Context: an optimization exercise on an open-source flow, tuned for small area. The choices shown serve that exercise and are no tape-out recipe.
The RTL was checked by simulation tests, not by an equivalence proof against the original design.
In this run the design's own scripts or RTL, not TritonCTS, make the clock network.
No driver is modelled on the clock port, so clock power and skew are understated where the tree is cut down; a real chip needs a root buffer or a tree.
Power and IR drop assume default switching activity.

### flow/flow/abc/abc_7.script
strash
dc2
dch -f
amap
mfs2
strash
dc2
dch
amap
mfs2
strash
dc2
dch
amap
mfs2
strash
dc2
dch
amap
mfs2
strash
dch
amap
### flow/flow/best_abc.tcl
# Runs Yosys's abc pass once per ABC script in $::env(BEST_ABC_DIR)
# (abc_*.script) from the same starting netlist, and keeps the mapped netlist
# with the smallest cell area. Only combinational logic changes: the
# flip-flops are mapped before this runs.
proc best_abc {abc_args} {
  set lib [lindex $::env(LIB_FILES) 0]
  set i [expr {[lsearch -exact $abc_args -script] + 1}]
  design -save best_abc_start
  set best_area 1e30
  foreach s [lsort [glob $::env(BEST_ABC_DIR)/abc_*.script]] {
    design -load best_abc_start
    abc {*}[lreplace $abc_args $i $i $s]
    set f $::env(OBJECTS_DIR)/best_abc_area.txt
    tee -q -o $f stat -liberty $lib
    set fh [open $f r]; set txt [read $fh]; close $fh
    regexp {Chip area for module '[^']*': ([0-9.]+)} $txt -> area
    puts "best_abc: $s area $area"
    if {$area < $best_area} {
      set best_area $area
      set best_script $s
      design -save best_abc_result
    }
  }
  design -load best_abc_result
  puts "best_abc: kept $best_script area $best_area"
}
### flow/constraint.sdc
create_clock -name core_clock -period 11.0 [get_ports {clk_25MHz}]
set_input_delay 2.2000 -clock core_clock [delete_from_list [all_inputs] [get_ports {clk_25MHz}]]
set_output_delay 2.2000 -clock core_clock [all_outputs]
set_load 0.01 [all_outputs]
### flow/flow/abc/abc_5.script
strash
balance
rewrite
refactor
balance
rewrite
rewrite -z
balance
refactor -z
rewrite -z
balance
strash
dch
amap
mfs2
strash
dch
amap
mfs2
strash
dch
amap
mfs2
strash
dch
amap
### flow/config.mk
export PLATFORM = sky130hd
export DESIGN_NAME = platform_top
export DESIGN_NICKNAME = platform_top
export VERILOG_FILES = /design/flow/design.v
export SDC_FILE = /design/flow/constraint.sdc
export NUM_CORES = 4
export LEC_CHECK = 0
export ABC_AREA = 1
export CAP_MARGIN = 20
export CORE_MARGIN = 2
export CORE_UTILIZATION = 40
export SLEW_MARGIN = 20
### flow/flow/abc/abc_13.script
strash
dc2
dch
amap
mfs2
strash
dc2
dch
amap
mfs2
strash
dc2
dch
amap
mfs2
strash
dc2
dch
amap
mfs2
strash
dc2
dch
amap
mfs2
strash
dc2
dch
amap
mfs2
strash
dc2
dch
amap
mfs2
strash
dc2
dch
amap
mfs2
strash
dc2
dch
amap
mfs2
strash
dc2
dch
amap
mfs2
strash
dc2
dch
amap
mfs2
strash
dc2
dch
amap
mfs2
strash
dc2
dch
amap
mfs2
strash
dc2
dch
amap
mfs2
strash
dc2
dch
amap
mfs2
strash
dc2
dch
amap
mfs2
strash
dc2
dch
amap
mfs2
strash
dc2
dch
amap
mfs2
strash
dc2
dch
amap
mfs2
strash
dc2
dch
amap
mfs2
strash
dc2
dch
amap
mfs2
strash
dc2
dch
amap
mfs2
strash
dc2
dch
amap
mfs2
strash
dc2
dch
amap
mfs2
strash
dc2
dch
amap
mfs2
strash
dc2
dch
amap
mfs2
strash
dc2
dch
amap
mfs2
strash
dc2
dch
amap
mfs2
strash
dc2
dch
amap
mfs2
strash
dc2
dch
amap
mfs2
strash
dc2
dch
amap
mfs2
strash
dc2
dch
amap
mfs2
strash
dc2
dch
amap
mfs2
strash
dc2
dch
amap
mfs2
strash
dc2
dch
amap
mfs2
strash
dc2
dch
amap
mfs2
strash
dc2
dch
amap
mfs2
strash
dc2
dch
amap
mfs2
strash
dc2
dch
amap
mfs2
strash
dc2
dch
amap
mfs2
strash
dch
amap
### flow/flow/abc/abc_11.script
strash
dc2
dch -f
amap
mfs2
strash
dc2
dch
amap
mfs2
strash
dc2
dch
amap
mfs2
strash
dc2
dch
amap
mfs2
strash
dc2
dch
amap
mfs2
strash
dc2
dch
amap
mfs2
strash
dc2
dch
amap
mfs2
strash
dc2
dch
amap
mfs2
strash
dc2
dch
amap
mfs2
strash
dc2
dch
amap
mfs2
strash
dc2
dch
amap
mfs2
strash
dch
amap
### flow/design.v
`default_nettype none
package platform_pkg;
    typedef struct packed {
        logic left;
        logic right;
        logic jump;
    } player_ctrl_t;
    typedef logic [2:0] frame_t;
    localparam logic [9:0] P0_START_X = 10'd32;
    localparam logic [9:0] P0_START_Y = 10'd320;
    localparam logic [9:0] P1_START_X = 10'd32;
    localparam logic [9:0] P1_START_Y = 10'd416;
    localparam int FRAME_TICKS = 4000;
    localparam int SPIKE_TICKS = 25000;
endpackage
`default_nettype wire
`timescale 1ns/1ps
`default_nettype none
module world_map (
    input  logic [9:0] x,
    input  logic [8:0] y,
    input  logic [2:0] open,
    output logic       wall_l,
    output logic       wall_r,
    output logic       ceiling,
    output logic       floor,
    output logic [2:0] on_plate      
);
    logic [4:0] C;
    logic [3:0] R;
    logic       xa, xb, ya, ym, y0;
    assign C  = x[9:5];
    assign R  = y[8:5];
    assign xa = &x[4:2];                           
    assign xb = |x[4:3] | (x[2] & |x[1:0]);        
    assign ya = &y[4:2];                           
    assign ym = y[4];                              
    assign y0 = ~|y[4:0];                          
    logic hA;
    assign hA =
        ((C >= 5'd10)) ||
        ((C >= 5'd9) && xb);
    logic hB;
    assign hB =
        ((C <= 5'd8)) ||
        ((C == 5'd9) && !xa);
    logic hG;
    assign hG =
        ((C == 5'd7) && !xa && !open[0]) ||
        ((C == 5'd6) && xb && !open[0]) ||
        ((C == 5'd12) && !xa && !open[1]) ||
        ((C == 5'd11) && xb && !open[1]) ||
        ((C == 5'd17) && !xa && !open[2]) ||
        ((C == 5'd16) && xb && !open[2]) ||
        ((C >= 5'd18) && xb);
    logic hH;
    assign hH =
        ((C == 5'd4) && !xa && !open[0]) ||
        ((C == 5'd3) && xb && !open[0]) ||
        ((C >= 5'd15)) ||
        ((C == 5'd14) && xb);
    logic fA;
    assign fA =
        ((R == 4'd0));
    logic fB;
    assign fB =
        ((R == 4'd2)) ||
        ((R == 4'd4)) ||
        ((R == 4'd6));
    logic fG;
    assign fG =
        ((R == 4'd8)) ||
        ((R == 4'd9));
    logic fH;
    assign fH =
        ((R >= 4'd12));
    logic fF;
    assign fF =
        ((R == 4'd10)) ||
        ((R >= 4'd13));
    logic cA;
    assign cA =
        ((R == 4'd1)) ||
        ((R <= 4'd2) && y0);
    logic cB;
    assign cB =
        ((R == 4'd3)) ||
        ((R == 4'd5)) ||
        ((R == 4'd7)) ||
        ((R == 4'd4) && y0) ||
        ((R == 4'd6) && y0) ||
        ((R == 4'd8) && y0);
    logic cG;
    assign cG =
        ((R == 4'd10)) ||
        ((R == 4'd9) && !y0);
    logic cF;
    assign cF =
        ((R == 4'd11)) ||
        ((R == 4'd12) && y0);
    logic wA;
    assign wA =
        ((R == 4'd1) && !ya) ||
        ((R == 4'd0) && ym);
    logic wB;
    assign wB =
        ((R == 4'd3) && !ya) ||
        ((R == 4'd5) && !ya) ||
        ((R == 4'd7) && !ya) ||
        ((R == 4'd2) && ym) ||
        ((R == 4'd4) && ym) ||
        ((R == 4'd6) && ym);
    logic wG;
    assign wG =
        ((R == 4'd9)) ||
        ((R == 4'd10)) ||
        ((R == 4'd8) && ym);
    logic wH;
    assign wH =
        ((R == 4'd13)) ||
        ((R == 4'd12) && ym);
    logic lB;
    assign lB =
        ((C <= 5'd9)) ||
        ((C == 5'd10) && !xb);
    logic lG;
    assign lG =
        ((C == 5'd7) && xb && !open[0]) ||
        ((C == 5'd8) && !xb && !open[0]) ||
        ((C == 5'd12) && xb && !open[1]) ||
        ((C == 5'd13) && !xb && !open[1]) ||
        ((C == 5'd17) && xb && !open[2]) ||
        ((C == 5'd18) && !xb && !open[2]);
    logic lH;
    assign lH =
        ((C == 5'd4) && xb && !open[0]) ||
        ((C == 5'd5) && !xb && !open[0]);
    logic l0;
    assign l0 =
        ((C == 5'd0) && !xb);
    logic rA;
    assign rA =
        ((C >= 5'd9)) ||
        ((C >= 5'd8) && xa);
    logic rG;
    assign rG =
        ((C == 5'd6) && !xa && !open[0]) ||
        ((C == 5'd11) && !xa && !open[1]) ||
        ((C == 5'd16) && !xa && !open[2]) ||
        ((C == 5'd18)) ||
        ((C == 5'd17) && xa);
    logic rH;
    assign rH =
        ((C == 5'd3) && !xa && !open[0]) ||
        ((C == 5'd2) && xa && !open[0]) ||
        ((C >= 5'd14)) ||
        ((C >= 5'd13) && xa);
    assign floor = (fA && hA) || (fB && hB) || (fG && hG) || (fH && hH) || (fF);
    assign ceiling = (cA && hA) || (cB && hB) || (cG && hG) || (cF);
    assign wall_l = (l0) || (wB && lB) || (wG && lG) || (wH && lH);
    assign wall_r = (wA && rA) || (wG && rG) || (wH && rH);
    assign on_plate[0] = (R == 4'd10 && ((C >= 5'd2 && C <= 5'd3) || (C == 5'd4 && !xa) || (C == 5'd1 && xa))) ||
                         (R == 4'd13 && ((C >= 5'd5 && C <= 5'd8) || (C == 5'd9 && !xa) || (C == 5'd4 && xa)));
    assign on_plate[1] = R == 4'd13 && ((C >= 5'd10) || (C == 5'd9 && xa));
    assign on_plate[2] = R == 4'd12 && ((C >= 5'd15) || (C == 5'd14 && xa));
endmodule
`default_nettype wire
`timescale 1ns/1ps
`default_nettype none
module player_motion #(
    parameter logic [9:0] START_X = platform_pkg::P0_START_X,
    parameter logic [9:0] START_Y = platform_pkg::P0_START_Y
) (
    input  logic                       clk_25MHz,
    input  logic                       rst,
    input  logic                       step,
    input  platform_pkg::player_ctrl_t ctrl,
    input  logic [2:0]                 open,
    output logic [22:0]                state,
    output logic [2:0]                 on_plate
);
    logic [9:0] x;
    logic [8:0] y;
    logic       face_left, jumping, on_ground;
    logic       wall_l, wall_r, ceiling, floor;
    assign state = {x, 1'b0, y, face_left, jumping, on_ground};
    world_map map0 (
        .x        (x),
        .y        (y),
        .open     (open),
        .wall_l   (wall_l),
        .wall_r   (wall_r),
        .ceiling  (ceiling),
        .floor    (floor),
        .on_plate (on_plate)
    );
    function automatic logic [9:0] step5(input logic [9:0] v, input logic up, input logic dn);
        logic [9:0] t;
        logic       cu, cd;
        t[0] = up | dn;
        t[1] = (up & v[0]) | (dn & ~v[0]);
        t[2] = (up & ~(v[1] & v[0])) | (dn & (v[1] | v[0]));
        cu   = up & (v[2] | (v[1] & v[0]));
        cd   = dn & (~v[2] | (~v[1] & ~v[0]));
        for (int i = 3; i < 10; i++) begin
            t[i] = cu | cd;
            cu   = cu & v[i];
            cd   = cd & ~v[i];
        end
        step5 = t;
    endfunction
    logic go_l, go_r;
    assign go_l = step && ctrl.left && !wall_l;
    assign go_r = step && ctrl.right && !(ctrl.left && !wall_l) && !wall_r &&
                  !(x[9:5] == 5'd18 && &x[4:2]);        
    logic done, rise, fall, land;
    assign done = ceiling || (&y[4:0]) ||
                  (y[8:4] == 5'd0 && !(y[3] && y[2]));    
    assign rise = step && jumping && !done;
    assign fall = step && !jumping && !floor;
    assign land = step && !jumping && floor;
    logic [9:0] tx, ty;
    assign tx = step5(x, go_r, go_l);
    assign ty = step5({1'b0, y}, fall, rise);
    always_ff @(posedge clk_25MHz or posedge rst) begin
        if (rst) begin
            x         <= START_X;
            y         <= START_Y[8:0];
            face_left <= 1'b0;
            jumping   <= 1'b0;
            on_ground <= 1'b1;
        end else begin
            x <= x ^ tx;
            if (go_l) begin
                face_left <= 1'b1;
            end else if (go_r) begin
                face_left <= 1'b0;
            end
            y[8:5] <= y[8:5] ^ ty[8:5];
            y[4:0] <= land ? 5'd0 : (y[4:0] ^ ty[4:0]);
            if (step) begin
                jumping   <= jumping ? !done : (ctrl.jump && on_ground);
                on_ground <= !jumping && floor && !(ctrl.jump && on_ground);
            end
        end
    end
endmodule
`default_nettype wire
`timescale 1ns/1ps
`default_nettype none
module sprite_animator (
    input  logic                 clk_25MHz,
    input  logic                 rst,
    input  logic                 moving,
    output platform_pkg::frame_t frame
);
    localparam logic [11:0] START = 12'haaa;
    localparam logic [11:0] LAST  = 12'd2472;
    localparam logic [11:0] POL   = 12'haaa;
    logic        walk;
    logic [11:0] tick_q, tick, tick_d;
    logic        restart, wrap;
    logic [2:0]  frame_next;
    assign tick    = tick_q ^ POL;
    assign restart = walk ^ moving;          
    assign wrap    = (tick == LAST);
    assign tick_d  = (restart || wrap) ? START : {tick[10:0], ~(tick[11] ^ tick[2] ^ tick[0])};
    always_comb begin
        case (frame)
            3'd0:    frame_next = 3'd1;
            3'd1:    frame_next = 3'd2;
            3'd2:    frame_next = 3'd3;
            3'd3:    frame_next = walk ? 3'd4 : 3'd0;
            3'd4:    frame_next = 3'd5;
            default: frame_next = 3'd0;
        endcase
    end
    always_ff @(posedge clk_25MHz or posedge rst) begin
        if (rst) begin
            walk   <= 1'b0;
            tick_q <= START ^ POL;
            frame  <= '0;
        end else begin
            walk   <= moving;
            tick_q <= tick_d ^ POL;
            if (restart) begin
                frame <= '0;
            end else if (wrap) begin
                frame <= frame_next;
            end
        end
    end
endmodule
`default_nettype wire
`timescale 1ns/1ps
`default_nettype none
module spike_timer (
    input  logic clk_25MHz,
    input  logic rst,
    output logic spike_on
);
    localparam logic [15:0] START = 16'd42364;
    localparam logic [15:0] LAST  = 16'd21182;
    logic [15:0] tick;
    logic        wrap;
    assign wrap = (tick == LAST);
    always_ff @(posedge clk_25MHz or posedge rst) begin
        if (rst) begin
            tick     <= START;
            spike_on <= 1'b0;
        end else begin
            tick     <= {tick[14:0], ~(tick[15] ^ tick[6]) ^ wrap};
            spike_on <= spike_on ^ wrap;
        end
    end
endmodule
`default_nettype wire
`timescale 1ns/1ps
`default_nettype none
module platform_core (
    input  logic                       clk_25MHz,
    input  logic                       rst,
    input  logic                       step,
    input  platform_pkg::player_ctrl_t ctrl_p0,
    input  platform_pkg::player_ctrl_t ctrl_p1,
    output logic [22:0]                state_p0,
    output logic [22:0]                state_p1,
    output platform_pkg::frame_t       frame_p0,
    output platform_pkg::frame_t       frame_p1,
    output logic [2:0]                 gate_open,
    output logic                       spike_on
);
    logic [2:0] plate_p0, plate_p1;
    assign gate_open = plate_p0 | plate_p1;
    player_motion #(
        .START_X (platform_pkg::P0_START_X),
        .START_Y (platform_pkg::P0_START_Y)
    ) player_p0 (
        .clk_25MHz (clk_25MHz),
        .rst       (rst),
        .step      (step),
        .ctrl      (ctrl_p0),
        .open      (gate_open),
        .state     (state_p0),
        .on_plate  (plate_p0)
    );
    player_motion #(
        .START_X (platform_pkg::P1_START_X),
        .START_Y (platform_pkg::P1_START_Y)
    ) player_p1 (
        .clk_25MHz (clk_25MHz),
        .rst       (rst),
        .step      (step),
        .ctrl      (ctrl_p1),
        .open      (gate_open),
        .state     (state_p1),
        .on_plate  (plate_p1)
    );
    sprite_animator anim_p0 (
        .clk_25MHz (clk_25MHz),
        .rst       (rst),
        .moving    (ctrl_p0.left | ctrl_p0.right),
        .frame     (frame_p0)
    );
    sprite_animator anim_p1 (
        .clk_25MHz (clk_25MHz),
        .rst       (rst),
        .moving    (ctrl_p1.left | ctrl_p1.right),
        .frame     (frame_p1)
    );
    spike_timer spikes0 (
        .clk_25MHz (clk_25MHz),
        .rst       (rst),
        .spike_on  (spike_on)
    );
endmodule
`default_nettype wire
`timescale 1ns/1ps
`default_nettype none
module platform_top (
    input  logic        clk_25MHz,
    input  logic        rst,
    input  logic        step,
    input  logic [2:0]  ctrl_p0,
    input  logic [2:0]  ctrl_p1,
    output logic [22:0] state_p0,
    output logic [22:0] state_p1,
    output logic [2:0]  frame_p0,
    output logic [2:0]  frame_p1,
    output logic [2:0]  gate_open,
    output logic        spike_on
);
    platform_core core0 (
        .clk_25MHz (clk_25MHz),
        .rst       (rst),
        .step      (step),
        .ctrl_p0   (ctrl_p0),
        .ctrl_p1   (ctrl_p1),
        .state_p0  (state_p0),
        .state_p1  (state_p1),
        .frame_p0  (frame_p0),
        .frame_p1  (frame_p1),
        .gate_open (gate_open),
        .spike_on  (spike_on)
    );
endmodule
`default_nettype wire
### flow/flow/abc/abc_8.script
&get -n
&st
&synch2
&nf -a
&put
mfs2
strash
dc2
dch
amap
mfs2
strash
dc2
dch
amap
mfs2
strash
dch
amap
### flow/flow/abc/abc_10.script
strash
dc2
dch
amap
mfs2
strash
dc2
dch
amap
mfs2
strash
dc2
dch
amap
mfs2
strash
dc2
dch
amap
mfs2
strash
dc2
dch
amap
mfs2
strash
dc2
dch
amap
mfs2
strash
dc2
dch
amap
mfs2
strash
dc2
dch
amap
mfs2
strash
dc2
dch
amap
mfs2
strash
dc2
dch
amap
mfs2
strash
dc2
dch
amap
mfs2
strash
dc2
dch
amap
mfs2
strash
dc2
dch
amap
mfs2
strash
dc2
dch
amap
mfs2
strash
dc2
dch
amap
mfs2
strash
dch
amap
### flow/flow/run.sh
#!/bin/bash
# The standard layout (standard.sh), with three changes:
#  - synthesis maps the logic with each ABC script in flow/abc/ in turn and
#    keeps the smallest result (flow/best_abc.tcl, in place of ORFS's single
#    ABC run); the flip-flops are mapped before ABC runs, so they are the
#    standard synthesis's;
#  - ports are buffered with sky130_fd_sc_hd__buf_1;
#  - the clock tree is a clkbuf_4 driving 6 clkbuf_8 (flow/pre_cts.tcl).
# Every tool's full output goes to the ORFS logs under orfs/logs; make's own
# output goes to standard.log.
set -euo pipefail
rm -rf scripts
cp -r "$FLOW_HOME/scripts" scripts
sed -i 's|^  log_cmd abc {\*}\$abc_args$|  source $::env(BEST_ABC_TCL)\n  best_abc $abc_args|' scripts/synth.tcl
grep -q '^  best_abc \$abc_args$' scripts/synth.tcl
export BEST_ABC_TCL="$PWD/flow/best_abc.tcl"
export BEST_ABC_DIR="$PWD/flow/abc"
bash standard.sh SCRIPTS_DIR="$PWD/scripts" \
    "BUFFER_PORTS_ARGS=-buffer_cell sky130_fd_sc_hd__buf_1" \
    PRE_CTS_TCL="$PWD/flow/pre_cts.tcl" \
    finish > standard.log 2>&1
### flow/flow/abc/abc_12.script
strash
dc2
dch
amap
mfs2
strash
dc2
dch
amap
mfs2
strash
dc2
dch
amap
mfs2
strash
dc2
dch
amap
mfs2
strash
dc2
dch
amap
mfs2
strash
dc2
dch
amap
mfs2
strash
dc2
dch
amap
mfs2
strash
dc2
dch
amap
mfs2
strash
dc2
dch
amap
mfs2
strash
dc2
dch
amap
mfs2
strash
dc2
dch
amap
mfs2
strash
dc2
dch
amap
mfs2
strash
dc2
dch
amap
mfs2
strash
dc2
dch
amap
mfs2
strash
dc2
dch
amap
mfs2
strash
dc2
dch
amap
mfs2
strash
dc2
dch
amap
mfs2
strash
dc2
dch
amap
mfs2
strash
dc2
dch
amap
mfs2
strash
dc2
dch
amap
mfs2
strash
dc2
dch
amap
mfs2
strash
dc2
dch
amap
mfs2
strash
dc2
dch
amap
mfs2
strash
dc2
dch
amap
mfs2
strash
dc2
dch
amap
mfs2
strash
dch
amap
### flow/flow/abc/abc_2.script
strash
dc2
dch
map -a
mfs2
strash
dc2
dch
amap
mfs2
strash
dc2
dch
map -a
mfs2
strash
dch
amap
### flow/standard.sh
#!/bin/bash
# synth_recipe.tcl (not shown) runs the flow's synth.tcl, then flattens the netlist and writes it again
# the make line also repeats each setting of config.mk as NAME=value (left out here)
make -C /OpenROAD-flow-scripts/flow DESIGN_CONFIG=/design/flow/config.mk WORK_HOME=/design/flow/orfs CLKGATE_MAP_FILE= SYNTH_SCRIPT=/design/flow/synth_recipe.tcl "${@:-finish}"
### flow/flow/pre_cts.tcl
# Sourced by ORFS's cts.tcl before it builds the clock tree (PRE_CTS_TCL).
# TritonCTS's H-tree for this design always has 8 leaf buffers, a root and
# dummy loads; this replaces it by a two-level tree: the clock port drives one
# clkbuf_4, which drives 6 clkbuf_8, each at the centre of the sixth of the
# flip-flops it drives. The rest of cts.tcl (placement legalisation and timing
# repair) runs as usual.
source [file join [file dirname [info script]] manual_cts.tcl]
rename clock_tree_synthesis orfs_clock_tree_synthesis
proc clock_tree_synthesis {args} {
  manual_clock_tree 6 sky130_fd_sc_hd__clkbuf_8 sky130_fd_sc_hd__clkbuf_4
}
### flow/flow/abc/abc_9.script
strash
dc2
dc2
dch
amap
mfs2
strash
dc2
dc2
dch
amap
mfs2
strash
dc2
dc2
dch
amap
mfs2
strash
dch
amap
### flow/flow/abc/abc_6.script
strash
dc2
dch
amap
mfs2
strash
dc2
dch
amap
mfs2
strash
dc2
dch
amap
mfs2
strash
dc2
dch
amap
mfs2
strash
dc2
dch
amap
mfs2
strash
dc2
dch
amap
mfs2
strash
dc2
dch
amap
mfs2
strash
dc2
dch
amap
mfs2
strash
dc2
dch
amap
mfs2
strash
dch
amap
### flow/flow/abc/abc_3.script
strash
dc2
dch
amap
mfs2
strash
dc2
dch
amap
mfs2
strash
dc2
dch
amap
mfs2
strash
dc2
dch
amap
mfs2
strash
dc2
dch
amap
mfs2
strash
dc2
dch
amap
mfs2
strash
dch
amap
### flow/flow/manual_cts.tcl
# Builds the clock tree by hand: the clock port drives one ROOTNAME buffer,
# which drives NBUF leaf buffers of type BUFNAME, each placed at the centre of
# the flip-flops it drives (the root at the centre of the leaves). The
# flip-flops are split into a grid of groups of equal size by position (columns
# by x, then rows by y within each column).
proc manual_clock_tree {nbuf bufname rootname} {
  set db [ord::get_db]
  set block [ord::get_db_block]
  set clknet [$block findNet clk_25MHz]
  set master [$db findMaster $bufname]
  set sinks {}
  foreach it [$clknet getITerms] {
    set inst [$it getInst]
    set loc [$inst getLocation]
    lappend sinks [list [lindex $loc 0] [lindex $loc 1] $it]
  }
  # the port drives one root buffer, which drives the leaf buffers
  set root [odb::dbInst_create $block [$db findMaster $rootname] clkbuf_manual_root]
  set rootnet [odb::dbNet_create $block clknet_manual_root]
  $rootnet setSigType CLOCK
  [$root findITerm A] connect $clknet
  [$root findITerm X] connect $rootnet
  set lx 0; set ly 0; set nl 0
  # split sinks into a grid of gx columns by gy rows of equal counts
  set gx [expr {int(ceil(sqrt($nbuf)))}]
  set gy [expr {int(ceil(double($nbuf) / $gx))}]
  set sinks [lsort -integer -index 0 $sinks]
  set n [llength $sinks]
  set groups {}
  for {set i 0} {$i < $gx} {incr i} {
    set col [lrange $sinks [expr {($i * $n) / $gx}] [expr {(($i + 1) * $n) / $gx - 1}]]
    set col [lsort -integer -index 1 $col]
    set m [llength $col]
    for {set j 0} {$j < $gy} {incr j} {
      lappend groups [lrange $col [expr {($j * $m) / $gy}] [expr {(($j + 1) * $m) / $gy - 1}]]
    }
  }
  set k -1
  foreach grp $groups {
    incr k
    if {[llength $grp] == 0} continue
    set sx 0; set sy 0
    foreach s $grp { set sx [expr {$sx + [lindex $s 0]}]; set sy [expr {$sy + [lindex $s 1]}] }
    set cx [expr {$sx / [llength $grp]}]; set cy [expr {$sy / [llength $grp]}]
    set inst [odb::dbInst_create $block $master clkbuf_manual_$k]
    set net [odb::dbNet_create $block clknet_manual_$k]
    $net setSigType CLOCK
    [$inst findITerm A] connect $rootnet
    [$inst findITerm X] connect $net
    foreach s $grp {
      set it [lindex $s 2]
      $it disconnect
      $it connect $net
    }
    $inst setLocation $cx $cy
    $inst setPlacementStatus PLACED
    set lx [expr {$lx + $cx}]; set ly [expr {$ly + $cy}]; incr nl
  }
  $root setLocation [expr {$lx / $nl}] [expr {$ly / $nl}]
  $root setPlacementStatus PLACED
  $clknet setSigType CLOCK
}
### flow/flow/abc/abc_1.script
strash
dc2
dch
amap
mfs2
strash
dc2
dch
amap
mfs2
strash
dc2
dch
amap
mfs2
strash
dch
amap
==> results by group <==
Global routing
  – Number of global-route vias before repair: 4291
  – First-pass GRT wire length: 20600 um
  – Total track usage: 18.6%
  – Initial antenna violation count: 0
  – Largest net degree at the start of global routing: 65
  – Congestion Overflow GR: 0

Yosys
  – Most used DFF post-synth: dfrtp_1
  – Library cells used by synthesis: 42
  – Mapped Avg Cell Area: 7.98 um2
  – Post-Syn Instances: 614
  – EDFF count, synth: 0
  – Mapped Area: 0.00490 mm2
  – Number of synthesized register bits: 93
  – Ys Warns: 4
  – FFs w/ async S/R, synth: 100%
  – Sequential area share after synthesis: 47.9%

Critical path
  – Worst reg-to-reg setup slack: 5.90 ns
  – Critical path fanouts, max: 9
  – CP endpoint kind: primary output
  – Data arrival, critical path: 3.22 ns
  – Crit path launch type: flip-flop
  – CP Class: reg -> out
  – Worst Path Required: 8.80 ns

Finish
  – Fin util: 44.7%
  – Design area: 0.00537 mm2
  – Commonest cells after routing, fill and taps aside: nor2_1, dfrtp_1, nand2_1
  – Final Non-Filler Cells: 825
  – Layout cells sized above 1: 4.13%
  – Commonest non-fill, non-tap cell in the layout: nor2_1
  – Multi-input logic area: 0.00224 mm2
  – Seq. cell area: 0.00235 mm2
  – Filler instances: 1264
  – Inserted Diodes: 0
  – Nets@finish: 689
  – Area delta synth->final: 9.52%

Floorplan
  – Die Y: 115 um
  – Starting density of the core: 40.8%
  – Rows: 40
  – Die ar.: 0.0132 mm2
  – Core Area: 0.0120 mm2
  – Die Width: 115 um
  – # IOs: 65

Route
  – Max Used Layer: met4
  – Wirelength per Cell: 14.7 um
  – Met2 wire length: 5400 um
  – DR iter-0 viols: 395
  – Met3 WL: 585 um
  – Total wire length: 12100 um
  – Via count: 4538
  – Final ANT Viol Nets: 0
  – DRC Markers: 0
  – Drt first pass iters: 4
  – DR vias/cell: 5.50
  – M1 WL: 5850 um

Placed design
  – Placed Area: 0.00528 mm2
  – Final Wtd Congestion: 0.958
  – DP HPWL: 9070 um
  – Placed insts: 818
  – Port bufs: 62

STA
  – FMAX: 184 MHz
  – Tcrit/Tclk final: 49.3%
  – Slew Limit Fails: 0
  – Final setup fails: 0
  – Hold_ws: 0.370 ns
  – Final Hold Viols: 0
  – Skew final: 0.0159 ns
  – Tmin final: 5.42 ns
  – Relative slew slack: 40.1%
  – Worst slew pin tran: 0.899 ns
  – TNS Setup: 0 ns
  – RSZ-0062 raised after global routing: false

Power
  – Leak Pwr: 0.00202 uW
  – Maximum vdd ir drop: 0.148 mV
  – Power Density: 261 mW/mm2

CTS
  – Setup repair bufs after CTS: 0
  – CTS Hold Bufs: 0
  – Clk pin slew, worst setup/hold paths: 0.10 ns
  – # resized after CTS: 0
  – Clock Latency Late Sink: 0.45 ns

Run status
  – Status: timing/DRC/antenna clean

Min path
  – Hold/Removal Path Class: reg -> reg

Job
  – Max-cap viol count: 0
==> metrics by stage <==
stage,worst slack (ns),power (uW)
finish,5.58,1400
global route,5.24,1530
CTS,5.93,1350
detailed placement,5.97,1240
global placement,6.07,1240
floorplan,6.65,1050
==> kinds of logic (layout without fill, tap and decap cells) <==
group	after synthesis	after routing	share of synthesized area (%)
AND/OR/NAND/NOR	266	266	23.4
AO/OA/AOI/OAI	177	177	22.1
flip-flops	93	93	47.9
buffers and inverters	77	140	6.51
other	1	2	0.0765
==> sequential cells by signal, summed over array words and instances, names as in the netlist, 3 cells and up <==
signal and count:
core0.spikes0.tick 16, core0.anim_p0.tick_q 12, core0.anim_p1.tick_q 12, core0.player_p0.x 10, core0.player_p1.x 10, core0.player_p0.y 9
core0.player_p1.y 9, core0.anim_p0.frame 3, core0.anim_p1.frame 3
==> synth_stat cells (all sizes together) (4+ instances only) <==
cell type / number / area, um2
buf: 8 / 60.1
a31oi: 8 / 50.1
o21ai: 56 / 280
o32ai: 4 / 35.0
or3: 5 / 31.3
o22ai: 16 / 100
clkinv: 69 / 259
o21a: 8 / 60.1
nor2: 122 / 458
dfrtp: 75 / 1880
or4: 5 / 37.5
nand2: 69 / 259
nand3: 15 / 75.1
nor3: 27 / 135
o221ai: 5 / 43.8
o31ai: 4 / 30.0
a21oi: 47 / 235
nor4: 6 / 37.5
a211oi: 5 / 37.5
o211ai: 5 / 37.5
nand4: 4 / 25.0
nor2b: 9 / 56.3
dfstp: 18 / 473
==> per-layer routing <==
metal / global-route usage, % / up-vias
met5: 0 / -
met4: 4.34 / 0
met3: 2.12 / 29
met2: 30.2 / 122
met1: 26.8 / 2090
li1: - / 2297
==> cell type report <==
cell class	count	share of cell area (%)
buffer	7	1.68
inverter	69	4.85
multi-input combinational	445	41.7
sequential	93	43.8
tap	147	3.43
timing repair buffer	64	4.61
==> worst paths after layout <==
check / from / endpoint / depth (start not counted)
setup / recovery: core0.player_p1.x[5] / gate_open[0] / 6
hold / removal: core0.spikes0.tick[2] / core0.spikes0.tick[3] / 0
setup reg to reg: core0.player_p1.x[5] / core0.player_p1.y[7] / 18
hold reg to reg: core0.spikes0.tick[2] / core0.spikes0.tick[3] / 0
max in group asynchronous: rst / core0.anim_p0.tick_q[5] / 3
min in group asynchronous: rst / core0.player_p0.y[7] / 2
==> where the power goes <==
group,internal [uW],switching (uW),leakage (uW)
Combinational,223,447,0.000867
Clock,53.1,104,0.0000477
Sequential,445,128,0.00110
==> worst max-delay path: stages (launching register included) <==
cell      delay, ns
dfstp_2        0.60
clkinv_1       0.23
o21ai_0        0.39
nor2_1         0.12
or4_1          0.50
o221ai_1       0.71
buf_1          0.23

[what the ideal ports hide]
Ports are ideal in the flow. The routed layout listed here was re-timed in OpenROAD.
Step 1 (the two cells are an assumption about what drives the block):
set clk [get_ports {clk_25MHz}]
set_driving_cell -lib_cell sky130_fd_sc_hd__clkbuf_16 $clk
set_driving_cell -lib_cell sky130_fd_sc_hd__buf_2 [delete_from_list [all_inputs] $clk]
Step 2 also shifts input and output timing later by t, the mid clock arrival at the registers, as if the neighbouring blocks saw the same clock.
Slacks: no drivers / after step 1 / after step 2; pairs: no drivers / after step 1.
t (ns): 0.471
setup WS [ns]: 5.578 / 5.550 / 5.895
hold WS [ns]: 0.370 / 0.370 / 0.370
worst setup path at the end: register to register
clock arrival spread, ns: 0.016 / 0.017
After both steps this run still meets setup and hold. The setup slack of this run moves by -0.028 ns with the drivers and by +0.317 ns with both steps.
